Background: an optimization exercise with open tools, aiming at a short achievable clock period and few clock cycles per item. Do not read the settings as production practice. The RTL was checked by simulation tests, not by an equivalence proof against the original design. The flow treats the clock pin as an ideal source, which a real chip does not have. Power and IR drop assume default switching activity.

## ahb_sram
module ahb_sram #(
  parameter int MEM_DEPTH         = 256,
  parameter bit REGISTERED_OUTPUT = 1'b0
) (
  input  logic                  HCLK,
  input  logic                  HRESETn,
  input  logic                  HSEL,
  input  ahb_sram_pkg::haddr_t  HADDR,
  input  ahb_sram_pkg::hdata_t  HWDATA,
  output ahb_sram_pkg::hdata_t  HRDATA,
  input  logic                  HWRITE,
  input  ahb_sram_pkg::hsize_e  HSIZE,
  input  logic [2:0]            HBURST,
  input  logic [3:0]            HPROT,
  input  ahb_sram_pkg::htrans_e HTRANS,
  input  logic                  HMASTLOCK,
  input  logic                  HREADY,
  output logic                  HREADYOUT,
  output ahb_sram_pkg::hresp_e  HRESP
);
Settings: LEC_CHECK=0, ABC_CLOCK_PERIOD_IN_PS=2000, CAP_MARGIN=20, CORE_MARGIN=2, CORE_UTILIZATION=65, CTS_CLUSTER_DIAMETER=100, CTS_CLUSTER_SIZE=25, GPL_ROUTABILITY_DRIVEN=0, PLACE_DENSITY=0.72, SETUP_SLACK_MARGIN=3.5, SLEW_MARGIN=20, SYNTH_HIERARCHICAL=1; clock period 6.0 ns.
standard.sh (not shown) runs the stock make flow with config.mk's settings and CLKGATE_MAP_FILE= SYNTH_SCRIPT=/design/flow/synth_recipe.tcl, a recipe that flattens the netlist after the stock synthesis.
==> flow/flow/run.sh <==
#!/bin/bash
# Layout flow: the standard ORFS flow (standard.sh) with one hook,
# latency.tcl, which sets the expected clock insertion delay on the ideal
# clock before floorplanning. make's output goes to flow_make.log in the work
# folder; ORFS's per-step logs are under orfs/logs.
set -euo pipefail
HERE=$(cd "$(dirname "$0")" && pwd)
export PRE_FLOORPLAN_TCL=$HERE/latency.tcl
bash standard.sh > flow_make.log 2>&1
==> flow/flow/latency.tcl <==
set_clock_latency 0.95 [all_clocks]
Testbench counts at the start, summed over its fixed seeds: cycles 160,008, items 160,000.
Next try:
--- a/flow/config.mk
+++ b/flow/config.mk
@@ -8,11 +8,11 @@
 export ABC_CLOCK_PERIOD_IN_PS = 2000
 export CAP_MARGIN = 20
+export CORE_ASPECT_RATIO = 0.7
 export CORE_MARGIN = 2
 export CORE_UTILIZATION = 65
 export CTS_CLUSTER_DIAMETER = 100
-export CTS_CLUSTER_SIZE = 25
-export GPL_ROUTABILITY_DRIVEN = 0
+export CTS_CLUSTER_SIZE = 30
 export PLACE_DENSITY = 0.72
-export SETUP_SLACK_MARGIN = 3.5
+export SETUP_SLACK_MARGIN = 4.0
 export SLEW_MARGIN = 20
 export SYNTH_HIERARCHICAL = 1
After rerunning: Total power shrinks by about 1.8%; clock skew grows by 0.014 ns; global-route usage grows by 1.8 points; clock power shrinks by 7.0%; setup slack got worse by 0.065 ns; flip-flop and latch count stays the same.

========
Starting RTL as in the previous note.
clock: 6.0 ns
lec_check: 0
abc_clock_period_in_ps: 2000
cap_margin: 20
core_margin: 2
core_utilization: 75
place_density: 0.82
setup_slack_margin: 3.5
slew_margin: 20
synth_hierarchical: 1
run.sh (not shown) runs the stock make flow with config.mk's settings and CLKGATE_MAP_FILE= SYNTH_SCRIPT=/design/flow/synth_recipe.tcl, a recipe that flattens the netlist after the stock synthesis.
Stock flow here: none of the scripts above is used.
The baseline completed with no timing, DRC or antenna violations.
Testbench counts at the start, summed over its fixed seeds: cycles 160,008, items 160,000.
Next try:
==> flow/flow/run.sh (new file) <==
#!/bin/bash
# Layout flow: the standard ORFS flow (standard.sh) with one hook,
# latency.tcl, which sets the expected clock insertion delay on the ideal
# clock before floorplanning. make's output goes to flow_make.log in the work
# folder; ORFS's per-step logs are under orfs/logs.
set -euo pipefail
HERE=$(cd "$(dirname "$0")" && pwd)
export PRE_FLOORPLAN_TCL=$HERE/latency.tcl
bash standard.sh > flow_make.log 2>&1
==> flow/flow/latency.tcl (new file) <==
set_clock_latency 0.95 [all_clocks]
==> flow/standard.sh (new file) <==
#!/bin/bash
# synth_recipe.tcl (not shown) runs the flow's synth.tcl, then flattens the netlist and writes it again
# the make line also repeats each setting of config.mk as NAME=value (left out here)
make -C /OpenROAD-flow-scripts/flow DESIGN_CONFIG=/design/flow/config.mk WORK_HOME=/design/flow/orfs CLKGATE_MAP_FILE= SYNTH_SCRIPT=/design/flow/synth_recipe.tcl "${@:-finish}"
Settings changed: CORE_UTILIZATION 75 to 65, CTS_CLUSTER_DIAMETER set to 100, CTS_CLUSTER_SIZE set to 30, PLACE_DENSITY 0.82 to 0.72.
removed: flow/run.sh
After rerunning: The new run ran to the end with no violations; synthesized area is unchanged; register-to-register slack improved by 50 ps; fmax increases by about 3.6%; final area decreases by 2.8%; routed wire length decreases by 4.4%; global-route usage decreases by 6.9 points; flip-flop and latch count stays the same; worst setup slack improved by 100 ps.
Next try:
==> flow/run.sh (new file) <==
#!/bin/bash
# synth_recipe.tcl (not shown) runs the flow's synth.tcl, then flattens the netlist and writes it again
# the make line also repeats each setting of config.mk as NAME=value (left out here)
make -C /OpenROAD-flow-scripts/flow DESIGN_CONFIG=/design/flow/config.mk WORK_HOME=/design/flow/orfs CLKGATE_MAP_FILE= SYNTH_SCRIPT=/design/flow/synth_recipe.tcl finish
Settings changed: CORE_UTILIZATION 65 to 45, PLACE_DENSITY 0.72 to not set.
removed: flow/flow/run.sh
removed: flow/flow/latency.tcl
removed: flow/standard.sh
=> Global-route usage is lower by 8.2 points; routed wire length is higher by 5.4%; fmax is lower by 1.7%; non-clock buffer count is lower by 26; critical path depth stays the same; register-to-register slack barely changes; clock skew is higher by 3.4 ps; total power is higher by 0.80%; cell area is higher by 1.2%; final cell count is higher by 11%.
Next try:
==> flow/flow/run.sh (new file) <==
#!/bin/bash
# Layout flow: the standard ORFS flow (standard.sh) with one hook,
# latency.tcl, which sets the expected clock insertion delay on the ideal
# clock before floorplanning. make's output goes to flow_make.log in the work
# folder; ORFS's per-step logs are under orfs/logs.
set -euo pipefail
HERE=$(cd "$(dirname "$0")" && pwd)
export PRE_FLOORPLAN_TCL=$HERE/latency.tcl
bash standard.sh > flow_make.log 2>&1
==> flow/flow/latency.tcl (new file) <==
set_clock_latency 0.95 [all_clocks]
==> flow/standard.sh (new file) <==
#!/bin/bash
# synth_recipe.tcl (not shown) runs the flow's synth.tcl, then flattens the netlist and writes it again
# the make line also repeats each setting of config.mk as NAME=value (left out here)
make -C /OpenROAD-flow-scripts/flow DESIGN_CONFIG=/design/flow/config.mk WORK_HOME=/design/flow/orfs CLKGATE_MAP_FILE= SYNTH_SCRIPT=/design/flow/synth_recipe.tcl "${@:-finish}"
Settings changed: CORE_UTILIZATION 45 to 65, PLACE_DENSITY set to 0.72, SETUP_SLACK_MARGIN 3.5 to 3.3, TNS_END_PERCENT set to 20.
removed: flow/run.sh
Result: Synthesized cell count is unchanged; die area fell by 31%; worst setup slack loses 27 ps; power falls by 1.6%; cell count shrinks by 11%; non-clock buffer count went down by 293; synthesized area is unchanged.
Next try:
==> flow/run.sh (new file) <==
#!/bin/bash
# synth_recipe.tcl (not shown) runs the flow's synth.tcl, then flattens the netlist and writes it again
# the make line also repeats each setting of config.mk as NAME=value (left out here)
make -C /OpenROAD-flow-scripts/flow DESIGN_CONFIG=/design/flow/config.mk WORK_HOME=/design/flow/orfs CLKGATE_MAP_FILE= SYNTH_SCRIPT=/design/flow/synth_recipe.tcl finish
Settings changed: CORE_UTILIZATION 65 to 70, CTS_CLUSTER_SIZE 30 to 25, PLACE_DENSITY 0.72 to 0.78, SETUP_SLACK_MARGIN 3.3 to 3.5, TNS_END_PERCENT 20 to not set.
removed: flow/flow/run.sh
removed: flow/flow/latency.tcl
removed: flow/standard.sh
The changed run completed with no timing, DRC or antenna violations.
Critical path depth is higher by 4.
Die area is lower by 7.1%.
Worst setup slack gets better by 44 ps.
Utilization is higher by 6.9 points.
Hold slack gets worse by 25 ps.
Design area is higher by 2.1%.
Final cell count is lower by 0.86%.
Register-to-register slack gets worse by 90 ps.

## static timing again, ports no longer ideal
In the flow no input, the clock included, has a driving cell. The finished layouts below were timed again as built, in two steps. Step 1 sets driving cells, clkbuf_16 on the clock port and buf_2 on the other inputs (assumed; they add their load-dependent delay and slew). Step 2 times the ports against the registers' clock, not the clock port: input delays grow and output delays shrink by t, the midpoint of the rising clock arrivals with the driver on. a / b / c = no drivers / after step 1 / after step 2; a / b = the first two.
run | shift t [ns] | slack for setup (ns) | hold WS [ns] | worst setup path at the end | clock arrival spread, ns
the first run of note 1 | 1.145 | 3.120 / 2.870 / 1.724 | 0.339 / 0.325 / 0.773 | input to register | 0.045 / 0.045
the second run of note 1 | 1.167 | 3.055 / 2.931 / 1.846 | 0.355 / 0.419 / 0.722 | input to register | 0.072 / 0.072
the first run of note 2 | 1.256 | 3.007 / 2.885 / 1.629 | 0.239 / 0.263 / 0.743 | input to register | 0.064 / 0.065
the second run of note 2 | 1.136 | 3.112 / 2.951 / 1.815 | 0.342 / 0.326 / 0.756 | input to register | 0.060 / 0.060
the third run of note 2 | 1.161 | 3.062 / 2.848 / 1.687 | 0.319 / 0.477 / 0.731 | input to register | 0.075 / 0.074
the fourth run of note 2 | 1.132 | 3.035 / 2.747 / 1.615 | 0.335 / 0.318 / 0.764 | input to register | 0.064 / 0.064
the fifth run of note 2 | 1.159 | 3.079 / 2.864 / 1.705 | 0.309 / 0.330 / 0.704 | input to register | 0.066 / 0.066
After both steps every run listed still meets setup and hold. The setup slack of the fourth run of note 2, which loses most, moves by -0.288 ns with the drivers and by -1.420 ns with both steps.
